Context: an optimization exercise on an open-source flow, tuned for small area, a short achievable clock period and few clock cycles. The choices shown serve that exercise and are no tape-out recipe.
No run shown here included a check of the RTL's function; only the layout flow was run.
No activity file was given, so power comes from the tool's default toggle rates.

**design.v**
```verilog
package rv_mem_pkg;
    typedef logic [31:0] word_t;
    typedef logic [3:0]  byte_mask_t;
    typedef enum logic [2:0] {
        lb  = 3'b000,
        lh  = 3'b001,
        lw  = 3'b010,
        lbu = 3'b100,
        lhu = 3'b101
    } mem_funct3_e;
    localparam mem_funct3_e sb = lb;
    localparam mem_funct3_e sh = lh;
    localparam mem_funct3_e sw = lw;
    function automatic logic [3:0] access_mask(logic [2:0] funct3, logic [1:0] addr_lo);
        case (funct3[1:0])
            2'b00:   access_mask = 4'b0001 << addr_lo;
            2'b01:   access_mask = 4'b0011 << addr_lo;
            default: access_mask = 4'b1111;
        endcase
    endfunction
    function automatic logic [31:0] store_lanes(logic [2:0] funct3, logic [1:0] addr_lo,
                                                logic [31:0] value);
        logic [31:0] lanes;
        lanes = '0;
        case (funct3[1:0])
            2'b00:   lanes[8*addr_lo +: 8] = value[7:0];
            2'b01:   lanes[16*addr_lo[1] +: 16] = value[15:0];
            default: lanes = value;
        endcase
        store_lanes = lanes;
    endfunction
endpackage
package lsu_cfg_pkg;
    localparam int queue_depth  = 8;
    localparam int rob_id_width = 4;
    localparam int qptr_width   = $clog2(queue_depth);
    typedef logic [rob_id_width-1:0] rob_id_t;
    typedef logic [qptr_width-1:0]   qptr_t;
    typedef logic [qptr_width:0]     qcount_t;
endpackage
`timescale 1ns/1ns
module load_store_unit (
    input  logic                    clk,
    input  logic                    rst_n,
    input  logic                    flush,
    input  logic                    disp_valid,
    input  logic                    disp_is_store,
    input  logic [2:0]              disp_funct3,
    input  lsu_cfg_pkg::rob_id_t    disp_rob_id,
    input  rv_mem_pkg::word_t       disp_imm,
    input  lsu_cfg_pkg::rob_id_t    disp_rs1_id,
    input  logic                    disp_rs1_ready,
    input  rv_mem_pkg::word_t       disp_rs1_value,
    input  lsu_cfg_pkg::rob_id_t    disp_rs2_id,
    input  logic                    disp_rs2_ready,
    input  rv_mem_pkg::word_t       disp_rs2_value,
    input  logic                    cdb_valid,
    input  lsu_cfg_pkg::rob_id_t    cdb_rob_id,
    input  rv_mem_pkg::word_t       cdb_data,
    input  lsu_cfg_pkg::rob_id_t    commit_head,
    output logic                    lq_full,
    output logic                    sq_full,
    output logic                    mem_valid,
    output logic                    mem_write,
    output rv_mem_pkg::word_t       mem_addr,
    output rv_mem_pkg::byte_mask_t  mem_rmask,
    output rv_mem_pkg::byte_mask_t  mem_wmask,
    output rv_mem_pkg::word_t       mem_wdata,
    output logic [2:0]              mem_funct3,
    output lsu_cfg_pkg::rob_id_t    mem_rob_id,
    input  logic                    mem_ready
);
    localparam int D  = lsu_cfg_pkg::queue_depth;
    localparam int PW = lsu_cfg_pkg::qptr_width;
    localparam int OD = 2 * D;
    localparam int OW = $clog2(OD);
    typedef logic [3:0]  rob_t;
    typedef logic [31:0] word_t;
    logic [2:0]  lq_f3   [D];
    rob_t        lq_rob  [D];
    logic [11:0] lq_imm  [D];
    rob_t        lq_id   [D];
    logic        lq_rdy  [D];
    word_t       lq_val  [D];
    logic [PW-1:0] lq_head, lq_tail;
    logic [PW:0]   lq_cnt;
    logic [1:0]  sq_size [D];
    rob_t        sq_rob  [D];
    logic [11:0] sq_imm  [D];
    rob_t        sq_id1  [D];
    logic        sq_rdy1 [D];
    word_t       sq_val1 [D];
    rob_t        sq_id2  [D];
    logic        sq_rdy2 [D];
    word_t       sq_val2 [D];
    logic [PW-1:0] sq_head, sq_tail;
    logic [PW:0]   sq_cnt;
    logic          oq_st [OD];
    logic [OW-1:0] oq_head, oq_tail;
    logic        sta_valid;
    logic        sta_st;
    rob_t        sta_rob;
    word_t       sta_addr;
    logic [3:0]  sta_rmask;
    logic [3:0]  sta_wmask;
    word_t       sta_wdata;
    logic [2:0]  sta_f3;
    logic  q_empty;
    logic  ld_push, st_push;
    logic  grant, take;
    logic  rs1_hit, rs2_hit;
    logic  d_rdy1, d_rdy2;
    word_t d_val1, d_val2;
    logic        c_st;
    logic        c_rdy;
    word_t       c_base;
    word_t       c_data;
    logic [11:0] c_imm;
    logic [2:0]  c_f3;
    logic [1:0]  c_size;
    rob_t        c_rob;
    word_t       c_addr;
    logic [3:0]  c_mask;
    logic  lh_rdy, sh_rdy1, sh_rdy2;
    assign lq_full = lq_cnt[PW];
    assign sq_full = sq_cnt[PW];
    assign ld_push = disp_valid && !disp_is_store;
    assign st_push = disp_valid && disp_is_store;
    assign q_empty = (lq_cnt == '0) && (sq_cnt == '0);
    assign rs1_hit = cdb_valid && (cdb_rob_id == disp_rs1_id);
    assign rs2_hit = cdb_valid && (cdb_rob_id == disp_rs2_id);
    assign d_rdy1  = disp_rs1_ready || rs1_hit;
    assign d_rdy2  = disp_rs2_ready || rs2_hit;
    assign d_val1  = disp_rs1_ready ? disp_rs1_value : cdb_data;
    assign d_val2  = disp_rs2_ready ? disp_rs2_value : cdb_data;
    assign lh_rdy  = lq_rdy[lq_head]  || (cdb_valid && (cdb_rob_id == lq_id[lq_head]));
    assign sh_rdy1 = sq_rdy1[sq_head] || (cdb_valid && (cdb_rob_id == sq_id1[sq_head]));
    assign sh_rdy2 = sq_rdy2[sq_head] || (cdb_valid && (cdb_rob_id == sq_id2[sq_head]));
    always_comb begin
        if (!q_empty) begin
            c_st   = oq_st[oq_head];
            c_rdy  = c_st ? (sh_rdy1 && sh_rdy2) : lh_rdy;
            c_base = c_st ? (sq_rdy1[sq_head] ? sq_val1[sq_head] : cdb_data)
                          : (lq_rdy[lq_head]  ? lq_val[lq_head]  : cdb_data);
            c_imm  = c_st ? sq_imm[sq_head] : lq_imm[lq_head];
            c_size = c_st ? sq_size[sq_head] : lq_f3[lq_head][1:0];
            c_rob  = c_st ? sq_rob[sq_head] : lq_rob[lq_head];
            c_data = sq_rdy2[sq_head] ? sq_val2[sq_head] : cdb_data;
            c_f3   = lq_f3[lq_head];
        end else begin
            c_st   = disp_is_store;
            c_rdy  = disp_valid && d_rdy1 && (d_rdy2 || !disp_is_store);
            c_base = d_val1;
            c_imm  = disp_imm[11:0];
            c_size = disp_funct3[1:0];
            c_rob  = disp_rob_id;
            c_data = d_val2;
            c_f3   = disp_funct3;
        end
    end
    assign c_addr = c_base + {{20{c_imm[11]}}, c_imm};
    assign c_mask = rv_mem_pkg::access_mask({1'b0, c_size}, c_addr[1:0]);
    assign mem_valid  = sta_valid && (sta_rob == commit_head);
    assign grant      = mem_valid && mem_ready;
    assign take       = c_rdy && (!sta_valid || grant);
    assign mem_write  = sta_st;
    assign mem_addr   = sta_addr;
    assign mem_rmask  = sta_rmask;
    assign mem_wmask  = sta_wmask;
    assign mem_wdata  = sta_wdata;
    assign mem_funct3 = sta_f3;
    assign mem_rob_id = sta_rob;
    always_ff @(posedge clk) begin
        if (!rst_n || flush) begin
            lq_head   <= '0;
            lq_tail   <= '0;
            lq_cnt    <= '0;
            sq_head   <= '0;
            sq_tail   <= '0;
            sq_cnt    <= '0;
            oq_head   <= '0;
            oq_tail   <= '0;
            sta_valid <= 1'b0;
        end else begin
            if (ld_push) lq_tail <= lq_tail + 1'b1;
            if (st_push) sq_tail <= sq_tail + 1'b1;
            if (disp_valid) oq_tail <= oq_tail + 1'b1;
            if (take) begin
                oq_head <= oq_head + 1'b1;
                if (c_st) sq_head <= sq_head + 1'b1;
                else      lq_head <= lq_head + 1'b1;
            end
            if (ld_push && !(take && !c_st))      lq_cnt <= lq_cnt + 1'b1;
            else if (!ld_push && take && !c_st)   lq_cnt <= lq_cnt - 1'b1;
            if (st_push && !(take && c_st))       sq_cnt <= sq_cnt + 1'b1;
            else if (!st_push && take && c_st)    sq_cnt <= sq_cnt - 1'b1;
            if (take)       sta_valid <= 1'b1;
            else if (grant) sta_valid <= 1'b0;
        end
    end
    always_ff @(posedge clk) begin
        for (int i = 0; i < D; i++) begin
            if (!lq_rdy[i] && cdb_valid && (cdb_rob_id == lq_id[i])) begin
                lq_rdy[i] <= 1'b1;
                lq_val[i] <= cdb_data;
            end
            if (!sq_rdy1[i] && cdb_valid && (cdb_rob_id == sq_id1[i])) begin
                sq_rdy1[i] <= 1'b1;
                sq_val1[i] <= cdb_data;
            end
            if (!sq_rdy2[i] && cdb_valid && (cdb_rob_id == sq_id2[i])) begin
                sq_rdy2[i] <= 1'b1;
                sq_val2[i] <= cdb_data;
            end
        end
        if (ld_push) begin
            lq_f3[lq_tail]  <= disp_funct3;
            lq_rob[lq_tail] <= disp_rob_id;
            lq_imm[lq_tail] <= disp_imm[11:0];
            lq_id[lq_tail]  <= disp_rs1_id;
            lq_rdy[lq_tail] <= d_rdy1;
            lq_val[lq_tail] <= d_val1;
        end
        if (st_push) begin
            sq_size[sq_tail] <= disp_funct3[1:0];
            sq_rob[sq_tail]  <= disp_rob_id;
            sq_imm[sq_tail]  <= disp_imm[11:0];
            sq_id1[sq_tail]  <= disp_rs1_id;
            sq_rdy1[sq_tail] <= d_rdy1;
            sq_val1[sq_tail] <= d_val1;
            sq_id2[sq_tail]  <= disp_rs2_id;
            sq_rdy2[sq_tail] <= d_rdy2;
            sq_val2[sq_tail] <= d_val2;
        end
        if (disp_valid) begin
            oq_st[oq_tail] <= disp_is_store;
        end
        if (take) begin
            sta_st    <= c_st;
            sta_rob   <= c_rob;
            sta_addr  <= c_addr;
            sta_rmask <= c_st ? 4'b0000 : c_mask;
            sta_wmask <= c_st ? c_mask : 4'b0000;
            sta_wdata <= rv_mem_pkg::store_lanes({1'b0, c_size}, c_addr[1:0], c_data);
            sta_f3    <= c_f3;
        end
    end
endmodule
```
**run.sh**
```bash
#!/bin/bash
# synth_recipe.tcl (not shown) runs the flow's synth.tcl, then flattens the netlist and writes it again
# the make line also repeats each setting of config.mk as NAME=value (left out here)
make -C /OpenROAD-flow-scripts/flow DESIGN_CONFIG=/design/flow/config.mk WORK_HOME=/design/flow/orfs CLKGATE_MAP_FILE= SYNTH_SCRIPT=/design/flow/synth_recipe.tcl finish
```
**config.mk**
```make
export PLATFORM = sky130hd
export DESIGN_NAME = load_store_unit
export DESIGN_NICKNAME = load_store_unit
export VERILOG_FILES = /design/flow/design.v
export SDC_FILE = /design/flow/constraint.sdc
export NUM_CORES = 4
export LEC_CHECK = 0
export CAP_MARGIN = 20
export CORE_MARGIN = 2
export CORE_UTILIZATION = 40
export SLEW_MARGIN = 20
```
**constraint.sdc**
```tcl
create_clock -name core_clock -period 5.0 [get_ports {clk}]
set_input_delay 1.0000 -clock core_clock [delete_from_list [all_inputs] [get_ports {clk}]]
set_output_delay 1.0000 -clock core_clock [all_outputs]
set_load 0.01 [all_outputs]
```
==> notes.md, run 1 <==
required time of the worst setup path 5.56 ns; final setup fails 0; Cell Area, Synth 62400 um^2; Worst VDD drop 1.00 mV; Post-DP HPWL 125000 um; period utilisation layout 98.0%; number of clock sinks 1319; Avg Inst Size Synth 13.3 um^2; CTS max path bufs 3; initial antenna violation count 2; WS Path Type reg2reg; Num CTS Buffers 143; Hold/Removal Path Class reg2reg; footprint of the multi-input gates 21900 um^2; Pre-Repair DR Iteration Count 6; FMAX 0.204 GHz; Yosys reg bits 1319; drt wl/cell 27.3 um; most common cell after layout, fill and taps aside edfxtp_1; pwr/cell area 629 nW/um^2; crit-path max FO 17; Netlist cell types 73; critical path arrival 5.46 ns; crit path cell chain buf_12, buf_4, buf_4, mux4_2, mux2i_1, o21ai_0, nand2_1, o21ai_0, nand2_1, o21ai_1, ha_1, o21a_1, o31a_1, o21ba_1, o211ai_1, nand3_2, o31ai_2, buf_4, a21o_1, nand2_1, a311o_1; Non-Filler Instances 7203; hold path cells 2; Post-Syn Nets 4907; reg2reg path depth 21; first-pass GRT wire length 280000 um; routability cong. 0.846; final antenna-violating net count 0; clk_skew 0.0579 ns; initial core utilization 40.4%; Synth area leader edfxtp_1; root buffer cell clkbuf_16; TNS Setup 0 ns; fillers 13.3k; relative slew slack 28.3%; most used flip-flop cell after synthesis edfxtp_1; asr flop ratio synth 0%; most frequent cells in the layout edfxtp_1, a21oi_1, nor2_1, buf_4, nand2_1; Slew @ Worst Pin 1.08 ns; DRC 0; number of global-route vias before repair 40.8k; Vias/cell 5.82; H-tree depth 4; Final WS setup 0.100 ns; Pleak 0.0247 uW; final hold violation count 0; clk slew on worst S/H paths 0.06 ns; EDFF count, synth 1256; Crit. End Element flip-flop; Final Max Slew Viols 0; io pins 243; CTS hold repair buffers 0; worst hold endpoint sq_tail[0]; share of cells above drive strength 1 19.2%; largest net degree at the start of global routing 105; drt initial violations 5121; MaxCap Viol Count 0; hold path startpoint sq_tail[0]; die area 159000 um^2; Layout Nets 5249; Core Rows 144; GRT overflow 0; crit path time final 4.90 ns; cells taking the most area after synthesis edfxtp_1, mux4_2, a21oi_1, mux2i_1, nor2_1; Top delay family on crit path compound AO/OA/AOI/OAI gates; Die Ht 399 um; area growth from synthesis to layout 19.2%; Reg area 39000 um^2; clock latency (worst-skew pair) 0.83 ns; status finished clean; TritonCTS clock tree built; slowest cell on the critical path mux4_2; die outline width 399 um; DR vias 41.9k; CP max stage delay 0.50 ns; CP Buf/Inv Count 4; RSZ-0062 raised after global routing false; R2R Path End sta_addr[30]; Place WS -0.0923 ns; reg2reg setup slack 0.10 ns; dpl cells 6933; share of the synthesized area in the top cell type 60.5%; startpoint types flip-flop; core area 154000 um^2; Port Buf Inserts 222; WL final 196000 um; register area share after synthesis 62.5%; GR Util All Layers 24.5%; Synth Warn # 1; Syn Inst Count 4699
## state kept, by name, summed over array words and instances (netlist names), 8 cells and up, named ones only
signal / flops
sq_rdy1: 8
lq_f3: 24
sq_imm: 96
lq_rdy: 8
sq_size: 16
sq_val1: 256
lq_id: 32
lq_imm: 96
sq_rdy2: 8
sta_addr: 32
lq_rob: 32
sq_val2: 256
sq_rob: 32
sq_id2: 32
oq_st: 16
sq_id1: 32
lq_val: 256
sta_wdata: 32
## layer usage
layer	wire (um)	global-route usage (%)	up-vias	part of all wire (%)
li1	-	-	18500	-
met1	80700	34.4	21100	41
met2	92000	38.8	2066	47
met3	18300	4.87	255	9.3
met4	5270	6.97	2	2.7
met5	11	0	-	0.0056
## how the worst max path moves through the flow
stage / start / end / slack (ns) / cells after the start
floorplan: flip-flop / sta_addr[31] / 0.02 / 21
global placement: cdb_data[0] / sta_addr[30] / -0.09 / 21
detailed placement: flip-flop / sta_addr[30] / -0.09 / 19
CTS: flip-flop / sta_addr[30] / 0.007 / 20
global route: flip-flop / sta_addr[30] / 0.008 / 23
finish: flip-flop / sta_addr[30] / 0.10 / 21
## per-stage QoR
step	power [uW]	hold WS, ns	utilization, %	area, um^2
6_report	46800	0.492	48.2	74400
5_1_grt	49200	0.523	48.2	74400
4_1_cts	47000	0.497	48.1	74200
3_5_place_dp	36400	0.488	45.0	69500
3_3_place_gp	36200	0.474	45.0	69500
2_1_floorplan	26500	0.462	-	62400
## worst min-delay path, cell delays in order (launching register included)
cell and delay, ns:
dfxtp_1 0.33, nand2_1 0.06, a21oi_1 0.05
## power by group
part	switching, uW	total [uW]	internal (uW)
Clock	4660	10600	5970
Sequential	392	14300	13900
Combinational	12700	21900	9170
Total	17800	46800	29000
## cell usage after synthesis, types with 13 or more instances
cell	instances
xnor2_1	86
edfxtp_1	1256
inv_1	29
nor3_1	20
mux2i_1	230
a21oi_1	763
o22ai_1	17
a211oi_1	13
and2_1	19
o21ai_1	43
dfxtp_1	63
a41o_1	19
nand2_1	309
o21a_1	15
o21ai_0	239
a21o_1	24
buf_2	25
mux2_2	16
mux4_2	292
clkbuf_1	315
xor2_1	61
nor2_1	569
o211ai_1	23
buf_1	63
nor3b_1	17
ha_1	45
## area by class of cell
type,instances,area share (%)
well taps,2044,3.44
inverters,33,0.167
multi-input cells,2935,29.5
repair buffers,609,8.12
clock inverters,84,1.18
diodes,1,0.00337
flip-flops and latches,1319,52.5
clock buffers,178,5.13
## cell families (layout without fill, tap and decap cells)
kind of cell    Yosys count  after routing  share of synthesized area [%]
mux                     540            540                           14.6
xor+xnor                147            147                           2.06
other cells               0              1                              0
compound gates         1211           1211                           10.6
simple gates            989            989                           6.44
fa+ha+maj                48             48                          0.999
buf+inv                 445            904                           2.82
flops                  1319           1319                           62.5
## what timing repair did
item,in CTS,in global routing
setup endpoints to repair,1,9
resized for setup,3,11
pin swaps,0,3
setup buffers,0,7
==> run 2: changes to the inputs <==
--- a/config.mk
+++ b/config.mk
@@ -7,2 +7,3 @@
 export LEC_CHECK = 0
+export ABC_CLOCK_PERIOD_IN_PS = 2000
 export CAP_MARGIN = 20
@@ -10,2 +11,3 @@
 export CORE_UTILIZATION = 40
+export SETUP_SLACK_MARGIN = 2.4
 export SLEW_MARGIN = 20
==> notes.md, run 2 <==
status finished clean; first-pass GRT wire length 291000 um (+3.8%); Hold/Removal Path Class reg2reg; top cells by count, synth edfxtp_1, a21oi_1, nor2_1, clkbuf_1, nand2_1; initial antenna violation count 2 (unchanged); CP Buf/Inv Count 4 (unchanged); Reg area 39000 um^2 (about the same); Final Util 50.7% (+2.5 points); post-route cell area 78200 um^2 (+5.2%); die area 159000 um^2 (unchanged); CTS max path bufs 3 (unchanged); DP Area 69500 um^2 (about the same); period utilisation layout 91.5% (-6.4 points); Final WS setup 0.423 ns (+0.322 ns); count leader, synth edfxtp_1; Vias/cell 5.97 (+2.5%); die outline width 399 um (unchanged); Pleak 0.0270 uW (+9.4%); footprint of the multi-input gates 23300 um^2 (+6.0%); asr flop ratio synth 0% (unchanged); Post-Syn Nets 4907 (unchanged); Post-DP HPWL 127000 um (+1.5%); register area share after synthesis 62.5% (unchanged); io pins 243 (unchanged); diode count 0 (-1); most used flip-flop cell after synthesis edfxtp_1; largest net degree at the start of global routing 105 (unchanged); startpoint types flip-flop; share of the synthesized area in the top cell type 60.5% (unchanged); Synth Warn # 1 (unchanged); number of global-route vias before repair 41.8k (+2.3%); DRC 0 (unchanged); relative slew slack 24.7% (-3.6 points); H-tree depth 4 (unchanged); clock latency (worst-skew pair) 0.80 ns (-0.03 ns); Port Buf Inserts 222 (unchanged); Non-Filler Instances 7372 (+2.3%); most frequent cells in the layout edfxtp_1, a21oi_1, nor2_1, buf_4, nand2_1; dpl cells 6902 (-0.45%); initial core utilization 40.4% (unchanged); RSZ-0062 raised after global routing true; Netlist cell types 73 (unchanged); critical path arrival 5.11 ns (-0.35 ns); GRT overflow 0 (unchanged); clk_skew 0.0360 ns (-0.0220 ns); Slew @ Worst Pin 1.12 ns (+0.0421 ns); crit path time final 4.58 ns (-0.322 ns); final hold violation count 0 (unchanged); biggest registers after layout lq_val (256), sq_val1 (256), sq_val2 (256); WL final 214000 um (+9.2%); final setup fails 0 (unchanged); Layout Nets 5420 (+3.3%); crit path cell chain buf_12, mux4_2, mux2i_4, buf_12, buf_16, o21ai_2, nand2_1, o21ai_1, nand2_1, o21ai_2, ha_4, inv_2, fa_2, nor2b_4, o31a_1, o21ba_1, o211ai_1, nand3_2, or3_4, a31o_1, a21oi_2, xnor2_1; Final Max Slew Viols 0 (unchanged); Yosys reg bits 1319 (unchanged); area growth from synthesis to layout 25.4%; most common cell after layout, fill and taps aside edfxtp_1; Synth area leader edfxtp_1; CTS hold repair buffers 0 (unchanged); drt wl/cell 29.1 um (+6.7%); final antenna-violating net count 0 (unchanged); MaxCap Viol Count 0 (unchanged); cells taking the most area after synthesis edfxtp_1, mux4_2, a21oi_1, mux2i_1, nor2_1; Die Ht 399 um (unchanged); share of cells above drive strength 1 25.1% (+5.9 points); EDFF count, synth 1256 (unchanged); clk slew on worst S/H paths 0.06 ns (about the same); FMAX 0.218 GHz (+7.0%); WS Path Type reg2reg; CP max stage delay 0.55 ns (+0.05 ns); root buffer cell clkbuf_16; Num CTS Buffers 147 (+2.8%); core area 154000 um^2 (unchanged); pwr/cell area 687 nW/um^2 (+9.2%); Syn Inst Count 4699 (unchanged); required time of the worst setup path 5.54 ns (-0.02 ns); Crit. End Element flip-flop; slowest cell on the critical path mux4_2; Pre-Repair DR Iteration Count 6 (unchanged); Worst VDD drop 0.924 mV (-8.0%); Top delay family on crit path compound AO/OA/AOI/OAI gates; drt initial violations 5683 (+11%); Place WS 0.000510 ns (+0.0928 ns); Cell Area, Synth 62400 um^2 (unchanged); Core Rows 144 (unchanged); crit-path max FO 6 (-11); DR vias 44.0k (+4.9%); fillers 12.9k (-3.4%); Avg Inst Size Synth 13.3 um^2 (unchanged); GR Util All Layers 25.5% (+0.96 points); number of clock sinks 1319 (unchanged); TritonCTS clock tree built; routability cong. 0.847 (about the same)
## run 2: path summary, 6_finish.rpt
path / startpoint / end / slack [ns] / depth (start not counted)
worst max register to register: flip-flop / sta_addr[24] / 0.42 / 22
worst max-delay path: flip-flop / sta_addr[24] / 0.42 / 22
worst min-delay path: sq_tail[0] / sq_tail[0] / 0.51 / 2
worst min register to register: sq_tail[0] / sq_tail[0] / 0.51 / 2
## run 2: layer usage
layer / vias up / part of all wire [%] / GRT usage [%]
met5: - / 0.0061 / 0
li1: 18900 / - / -
met3: 310 / 10 / 4.69
met1: 22300 / 39 / 35.1
met2: 2430 / 47 / 41.2
met4: 2 / 3.0 / 7.70
## run 2: worst min-delay path, stage by stage (launching register included)
cell     delay, ns
dfxtp_1       0.33
nand2_1       0.07
a21oi_1       0.06
## run 2: area by class of cell
type | instances | area share (%)
sequential | 1319 | 49.9
multi-input combinational | 2942 | 29.7
timing repair buffer | 769 | 10.9
clock buffer | 183 | 5.11
tap | 2044 | 3.27
clock inverter | 82 | 0.936
inverter | 33 | 0.187
## run 2: power by group
part	internal (uW)	switching (uW)
Clock	6200	4540
Sequential	13900	396
Combinational	12900	15900
Total	32900	20800
## run 2: logic make-up (layout without fill, tap and decap cells)
logic type	count (synthesis)	in the layout	share of synthesized area [%]
fa+ha+maj	48	48	0.999
buf+inv	445	1067	2.82
flops	1319	1319	62.5
compound gates	1211	1217	10.6
xor+xnor	147	147	2.06
simple gates	989	990	6.44
mux	540	540	14.6
## run 2: what timing repair did
item                       4_1_cts  5_1_grt
setup buffers                   52      125
cloned                          12       16
resized for setup              128      254
pin swaps                       45       65
setup endpoints to repair     1879     2104
## run 2: metrics by stage
step | total power, uW | hold WS [ns] | TNS [ns]
after floorplan | 27500 | 0.462 | 0
after global placement | 36700 | 0.471 | -0.0524
after detailed placement | 36900 | 0.498 | 0
after CTS | 50800 | 0.510 | 0
after global routing | 56100 | 0.528 | 0
final | 53700 | 0.507 | 0

-- what the ideal ports hide --
How much do the figures lean on ideal ports? The routed layouts below were timed once more, with nothing changed but the port constraints. Step 1 sets driving cells, clkbuf_16 on the clock port and buf_2 on the other inputs (assumed; they add their load-dependent delay and slew). Step 2 adds t to the input delays and takes it off the output delays; t is the mean of the earliest and latest rising clock arrival at the registers after step 1. Input paths then give back, and output paths get back, about the clock's delay inside the block. Three values: no drivers, after step 1, after step 2; two values: the first two.
run | t (ns) | setup WS [ns] | hold slack, ns | worst data-port slew with drivers (ns) | pins driven straight from the clock port
run 1 | 0.880 | 0.100 / 0.100 / 0.008 | 0.492 / 0.492 / 0.492 | 0.12 | 1
run 2 | 0.872 | 0.423 / 0.423 / 0.242 | 0.507 / 0.507 / 0.507 | 0.10 | 1
After both steps setup and hold are still met in every run listed. The setup slack of run 2, which loses most, moves by 0.000 ns with the drivers and by -0.181 ns with both steps.
